This design comes from an exercise in tuning for small area, a short achievable clock period and few clock cycles on the open sky130 flow, not from production work. In this exercise RTL edits were held to simulation tests only and were not proved equivalent to the original.

==> design/flow/design.v <==
package pls_pkg;
    typedef enum logic [1:0] {
        CMD_INSERT = 2'd0,
        CMD_DELETE = 2'd1,
        CMD_LENGTH = 2'd2,
        CMD_STREAM = 2'd3
    } t_cmd;
    typedef enum logic [1:0] {
        ST_OK      = 2'd0,
        ST_BAD_POS = 2'd1,
        ST_EMPTY   = 2'd2,
        ST_FULL    = 2'd3
    } t_status;
    typedef struct packed {
        t_cmd               command;
        logic [5:0]         position;
        logic signed [31:0] value;
    } t_request;
    typedef struct packed {
        t_status            status;
        logic signed [31:0] entry;
        logic [6:0]         length;
        logic               last;
    } t_result;
    typedef enum logic [1:0] {
        MV_HOLD  = 2'd0,    
        MV_LEFT  = 2'd1,    
        MV_RIGHT = 2'd2,    
        MV_NEW   = 2'd3     
    } t_move;
endpackage
import pls_pkg::*;
module pls_step #(
    parameter int SLOT = 0
) (
    input  logic       i_ins,       
    input  logic       i_del,       
    input  logic       i_rot,       
    input  logic [5:0] i_pos,       
    input  logic [5:0] i_count,     
    output pls_pkg::t_move o_move
);
    logic w_below;    
    logic w_at;       
    logic w_tail;     
    assign w_below = (6'(SLOT + 1) < i_pos);
    assign w_at    = (6'(SLOT + 1) == i_pos);
    assign w_tail  = (6'(SLOT + 1) >= i_count);
    always_comb begin
        o_move = MV_HOLD;
        if (i_rot) begin
            o_move = w_tail ? MV_NEW : MV_RIGHT;
        end else if (i_ins) begin
            o_move = w_below ? MV_HOLD : (w_at ? MV_NEW : MV_LEFT);
        end else if (i_del) begin
            o_move = w_below ? MV_HOLD : MV_RIGHT;
        end
    end
endmodule
import pls_pkg::*;
module pls_ram #(
    parameter int DEPTH = 32
) (
    input  logic                     i_clk,
    input  logic [2*DEPTH-1:0]       i_move,    
    input  logic signed [31:0]       i_new,
    output logic signed [31:0]       o_head     
);
    logic signed [31:0] r_mem [DEPTH];
    for (genvar j = 0; j < DEPTH; j++) begin : g_slot
        logic signed [31:0] w_left, w_right;
        assign w_left  = (j == 0)         ? r_mem[0]         : r_mem[(j == 0) ? 0 : j - 1];
        assign w_right = (j == DEPTH - 1) ? r_mem[DEPTH - 1] : r_mem[(j == DEPTH - 1) ? j : j + 1];
        always_ff @(posedge i_clk) begin
            unique case (i_move[2*j +: 2])
                MV_LEFT:  r_mem[j] <= w_left;
                MV_RIGHT: r_mem[j] <= w_right;
                MV_NEW:   r_mem[j] <= i_new;
                default:  r_mem[j] <= r_mem[j];
            endcase
        end
    end
    assign o_head = r_mem[0];
endmodule
import pls_pkg::*;
module pls_ctrl
#(
    parameter int CAPACITY = 32
) (
    input  logic                      i_clk,
    input  logic                      i_rst_n,
    input  logic                      i_start,
    input  pls_pkg::t_request         i_req,
    output logic                      o_busy,
    output logic                      o_strobe,
    output pls_pkg::t_result          o_result,
    output logic [2*CAPACITY-1:0]     o_move,
    output logic signed [31:0]        o_new,
    input  logic signed [31:0]        i_head
);
    logic               r_valid;      
    pls_pkg::t_request  r_req;
    logic [5:0]         r_count;      
    logic [4:0]         r_rem;        
    logic               r_strobe;
    pls_pkg::t_result   r_result;
    logic               w_take;
    logic               w_is_ins, w_is_del, w_is_len, w_is_str;
    logic               w_pos_zero;
    logic               w_full, w_empty;
    logic               w_ins_ok, w_del_ok;
    logic               w_str_first;  
    logic               w_rot;        
    assign w_take = i_start && !o_busy;
    assign w_is_ins   = r_valid && (r_req.command == CMD_INSERT);
    assign w_is_del   = r_valid && (r_req.command == CMD_DELETE);
    assign w_is_len   = r_valid && (r_req.command == CMD_LENGTH);
    assign w_is_str   = r_valid && (r_req.command == CMD_STREAM);
    assign w_pos_zero = (r_req.position == 6'd0);
    assign w_full     = (r_count == 6'(CAPACITY));
    assign w_empty    = (r_count == 6'd0);
    assign w_ins_ok    = w_is_ins && !w_full  && !w_pos_zero && (r_req.position <= r_count + 6'd1);
    assign w_del_ok    = w_is_del && !w_empty && !w_pos_zero && (r_req.position <= r_count);
    assign w_str_first = w_is_str && !w_empty;
    assign w_rot       = w_str_first || (r_rem != 5'd0);
    for (genvar j = 0; j < CAPACITY; j++) begin : g_move
        pls_pkg::t_move w_mv;
        pls_step #(
            .SLOT (j)
        ) u_step (
            .i_ins   (w_ins_ok),
            .i_del   (w_del_ok),
            .i_rot   (w_rot),
            .i_pos   (r_req.position),
            .i_count (r_count),
            .o_move  (w_mv)
        );
        assign o_move[2*j +: 2] = w_mv;
    end
    assign o_new = w_rot ? i_head : r_req.value;
    always_ff @(posedge i_clk) begin
        r_req <= i_req;
    end
    always_ff @(posedge i_clk) begin
        if (!i_rst_n) begin
            r_valid  <= 1'b0;
            r_count  <= '0;
            r_rem    <= '0;
            r_strobe <= 1'b0;
        end else begin
            r_valid  <= w_take;
            r_strobe <= r_valid || (r_rem != 5'd0);
            if (w_ins_ok) begin
                r_count <= r_count + 6'd1;
            end else if (w_del_ok) begin
                r_count <= r_count - 6'd1;
            end
            if (w_str_first) begin
                r_rem <= 5'(r_count - 6'd1);
            end else if (r_rem != 5'd0) begin
                r_rem <= r_rem - 5'd1;
            end
        end
    end
    always_ff @(posedge i_clk) begin
        r_result.entry  <= w_rot ? i_head : '0;
        r_result.length <= 7'(r_count);
        r_result.last   <= 1'b1;
        r_result.status <= ST_OK;
        if (w_rot) begin
            r_result.last <= w_str_first ? (r_count == 6'd1) : (r_rem == 5'd1);
        end else if (w_is_ins) begin
            if (w_full) begin
                r_result.status <= ST_FULL;
            end else if (!w_ins_ok) begin
                r_result.status <= ST_BAD_POS;
            end else begin
                r_result.length <= 7'(r_count + 6'd1);
            end
        end else if (w_is_del) begin
            if (w_empty) begin
                r_result.status <= ST_EMPTY;
            end else if (!w_del_ok) begin
                r_result.status <= ST_BAD_POS;
            end else begin
                r_result.length <= 7'(r_count - 6'd1);
            end
        end else if (w_is_str) begin
            r_result.status <= ST_EMPTY;
        end
    end
    assign o_busy   = (w_is_str && (r_count > 6'd1)) || (r_rem > 5'd1);
    assign o_strobe = r_strobe;
    assign o_result = r_result;
endmodule
import pls_pkg::*;
module positional_list_store_top
#(
    parameter int CAPACITY = 32
) (
    input  logic        i_clk,
    input  logic        i_rst_n,
    input  logic        start,
    input  logic [39:0] i_item,
    output logic        busy,
    output logic        o_strobe,
    output logic [41:0] o_result
);
    logic [2*CAPACITY-1:0] w_move;
    logic signed [31:0]    w_new;
    logic signed [31:0]    w_head;
    pls_pkg::t_request     w_req;
    pls_pkg::t_result      w_result;
    assign w_req    = i_item;
    assign o_result = w_result;
    pls_ctrl #(
        .CAPACITY (CAPACITY)
    ) u_ctrl (
        .i_clk    (i_clk),
        .i_rst_n  (i_rst_n),
        .i_start  (start),
        .i_req    (w_req),
        .o_busy   (busy),
        .o_strobe (o_strobe),
        .o_result (w_result),
        .o_move   (w_move),
        .o_new    (w_new),
        .i_head   (w_head)
    );
    pls_ram #(
        .DEPTH (CAPACITY)
    ) u_ram (
        .i_clk  (i_clk),
        .i_move (w_move),
        .i_new  (w_new),
        .o_head (w_head)
    );
endmodule
==> design/flow/run.sh <==
#!/bin/bash
# synth_recipe.tcl (not shown) runs the flow's synth.tcl, then flattens the netlist and writes it again
# the make line also repeats each setting of config.mk as NAME=value (left out here)
make -C /OpenROAD-flow-scripts/flow DESIGN_CONFIG=/design/flow/config.mk WORK_HOME=/design/flow/orfs CLKGATE_MAP_FILE= SYNTH_SCRIPT=/design/flow/synth_recipe.tcl finish
==> design/flow/config.mk <==
export PLATFORM = sky130hd
export DESIGN_NAME = positional_list_store_top
export DESIGN_NICKNAME = positional_list_store_top
export VERILOG_FILES = /design/flow/design.v
export SDC_FILE = /design/flow/constraint.sdc
export NUM_CORES = 4
export LEC_CHECK = 0
export CAP_MARGIN = 20
export CORE_MARGIN = 2
export CORE_UTILIZATION = 40
export SLEW_MARGIN = 20
==> design/flow/constraint.sdc <==
create_clock -name core_clock -period 5.0 [get_ports {i_clk}]
set_input_delay 1.0000 -clock core_clock [delete_from_list [all_inputs] [get_ports {i_clk}]]
set_output_delay 1.0000 -clock core_clock [all_outputs]
set_load 0.01 [all_outputs]
==> flow_summary.yaml <==
die:
  num_rows: 140
  chipWidth_um: 386.0
  die_area_um2: 149000
  fp.dieH_um: 386.0
  floorplan.initialDensity_pct: 40.19
  core_um2: 145200
  io_pins: 87
timing:
  tightest_slew_ns: 1.020
  setup_viol: 0
  slew-limit-headroom_pct: 32.00
  fin_crit_sh_pct: 89.27
  rsz0062_at_grt: "no"
  min_period_ns: 4.464
  holdWs_ns: 0.5464
  max_freq_mhz: 224.0
  setup_ws_ns: 0.5363
  finalHoldViolCount: 0
  slew_viol_final: 0
  skew_ns: 0.06389
setup_path:
  crit_chain: "inv_1 > ha_1 > nand4_1 > a21oi_1 > o32a_1 > nor2_4 > nor2_2 > o21ai_4 > buf_4 > mux2_2"
  startpoint_type: "flip-flop"
  required_ns: 5.49
  cp_num_buf_inv: 2
  cp_top_family: "simple AND/OR/NAND/NOR gates"
  worst-path-max-fanout: 19
  cp-end-kind: "flip-flop"
  crit_arrival_ns: 4.95
  slowest_delay_ns: 0.71
  crit_path_top_delay_cell: "dfxtp_1"
  crit_type: "flip-flop to flip-flop"
clock_tree:
  cts_hold_buf: 0
  h-tree-depth: 3
  clkTransAtPathRegs_ns: 0.07
  cts_resized: 0
  clkSinkCount: 1119
  cts_tree: "built"
  cts_made_buffers: 121
  clockBufferDepth: 3
  post_cts_buffers: 0
  cts_root_buf: "clkbuf_16"
  clk_latency_ns: 0.77
global_routing:
  grt_pass1_wl_um: 248900
  grt_max_degree: 66
  grt_util_all_layers_pct: 22.01
  grt_overflow: 0
  antenna_found_initial: 1
  first_global_vias: 37710
yosys:
  synth_simple_gate_area_share_pct: 4.217
  synthMuxAreaShare_pct: 30.19
  synth_top_area_share_pct: 52.69
  synthCells: 4325
  synth_top_area_cell: "edfxtp_1"
  synth_top_family_by_area: "multiplexers"
  synth-compound-area-share_pct: 6.164
  synth.distinct_cells: 72
  syn_area_um2: 58360
  synth-warning-count: 35
  synth_fa_ha_area_share_pct: 0.4288
  synth-xor-area-share_pct: 0.1501
  async_flop_share_pct: 0
  ys_seq_elements: 1119
  synthTopCellsByArea: "edfxtp_1 (53%), mux2_2 (25%), mux2i_1 (5.5%)"
  synth_edf_count: 1024
  seq_area_frac_synth_pct: 55.95
  ys.flop_type: "edfxtp_1"
  synth_nets: 4388
  synth_area_per_cell_um2: 13.49
detailed_routing:
  first_pass_iters: 5
  ant_nets: 0
  routed-wl-met3_um: 8541
  vias: 36390
  first_iter_violations: 2904
  routed_via_density: 5.705
  met2_length_um: 78210
  wl_per_cell_um: 26.00
  routed_wl_um: 165900
  met1Wirelength_um: 75270
  top_layer: "met4"
  drcViolationCount: 0
placement:
  numPortBuffers: 86
  dp_slack_ns: 0.5981
  dpl.hpwl_um: 112100
  place_congestion: 0.8544
finish:
  drive_gt1_share_pct: 39.07
  layout.nets: 4434
  area_delta_synth_final_pct: 15.07
  final_common_cell: "mux2_2"
  layout_common_cells: "mux2_2 (1275), edfxtp_1 (1024), mux2i_1 (320)"
  utilization_pct: 46.25
flow_run:
  maxCapViolCount: 0
outcome:
  outcome: "complete, no violations"
worst_hold_path:
  hold_class: "flip-flop to flip-flop"
cells in the mapped netlist (6+ instances only):
library cell / instances
a211oi_1: 8
a21o_1: 39
a21oi_1: 135
a221o_1: 34
a31oi_1: 16
and2_1: 37
and3_1: 6
buf_1: 37
buf_2: 99
buf_4: 17
clkbuf_1: 227
dfxtp_1: 95
edfxtp_1: 1024
ha_1: 20
inv_1: 21
mux2_2: 1275
mux2i_1: 320
nand2_1: 317
nand2b_1: 10
nand3_1: 16
nor2_1: 138
nor3_1: 16
o21ai_0: 291
o21ai_1: 17
or2_2: 7
xnor2_1: 8
per-stage QoR:
stage / cell area, um2 / std cells / setup TNS (ns)
2_1_floorplan: 58360 / 4325 / -75.52
3_3_place_gp: 63310 / 6165 / 0
3_5_place_dp: 63310 / 6165 / 0
4_1_cts: 67150 / 6378 / 0
5_1_grt: 67150 / 6378 / 0
6_report: 67160 / 6379 / 0
state kept, by name (all words and copies together) (netlist names):
signal	flops
u_ctrl.r_count	6
u_ram.r_mem	1024
u_ctrl.r_strobe	1
u_ctrl.r_valid	1
u_ctrl.r_result	42
u_ctrl.r_rem	5
u_ctrl.r_req	40
routing by layer:
| metal | track usage [%] | vias up |
|---|---|---|
| met2 | 36.19 | 1049 |
| li1 | - | 16450 |
| met4 | 5.253 | 0 |
| met3 | 3.384 | 213 |
| met1 | 30.46 | 18680 |
| met5 | 0 | - |
layout make-up:
type | instances | area, um2
Inverter | 22 | 82.58
Clock inverter | 50 | 584.3
Clock buffer | 163 | 3259
Antenna cell | 1 | 2.502
Sequential cell | 1119 | 32650
Tap cell | 1917 | 2399
Timing Repair Buffer | 303 | 3466
Multi-Input combinational cell | 2804 | 24710
Fill cell | 12810 | 78060
worst paths after layout:
check,from,end,slack [ns],cells after the start
max,u_ctrl.r_count[5]$_SDFFE_PN0P_,u_ram.r_mem[23][20]$_DFFE_PP_,0.54,10
min,u_ram.r_mem[29][8]$_DFFE_PP_,u_ram.r_mem[30][8]$_DFFE_PP_,0.55,2
max reg2reg,u_ctrl.r_count[5]$_SDFFE_PN0P_,u_ram.r_mem[23][20]$_DFFE_PP_,0.54,10
min reg2reg,u_ram.r_mem[29][8]$_DFFE_PP_,u_ram.r_mem[30][8]$_DFFE_PP_,0.55,2
worst min-delay path, cell delays in order (launching register included):
cell	delay, ns
edfxtp_1	0.34
nand2_1	0.05
o21ai_0	0.06
kinds of logic after synthesis:
kind of cell               Yosys count
AOI/OAI and AO/OA                  604
adders and majority gates           20
DFF                               1119
muxes                             1600
and+or+nand+nor                    570
buffers and inverters              402
xor gates and xnor gates            10
Testbench counts, summed over its fixed seeds: cycles 5,065.

port drivers added, routing unchanged:
Ports are ideal in the flow. The routed layout listed here was re-timed in OpenROAD.
Step 1 (the two cells are an assumption about what drives the block):
set clk [get_ports {i_clk}]
set_driving_cell -lib_cell sky130_fd_sc_hd__clkbuf_16 $clk
set_driving_cell -lib_cell sky130_fd_sc_hd__buf_2 [delete_from_list [all_inputs] $clk]
Step 2 adds t to the input delays and takes it off the output delays; t is the mean of the earliest and latest rising clock arrival at the registers after step 1. Input paths then give back, and output paths get back, about the clock's delay inside the block.
Three values: no drivers, after step 1, after step 2; two values: the first two.
t (ns): 0.802
setup slack, ns: 0.536 / 0.536 / 0.536
clock arrival spread, ns: 0.065 / 0.064
slew at the worst register clock pin (ns): 0.07 / 0.07
After both steps setup and hold are still met in this run. For this run, drivers alone change the setup slack by 0.000 ns; drivers and shift together by 0.000 ns.
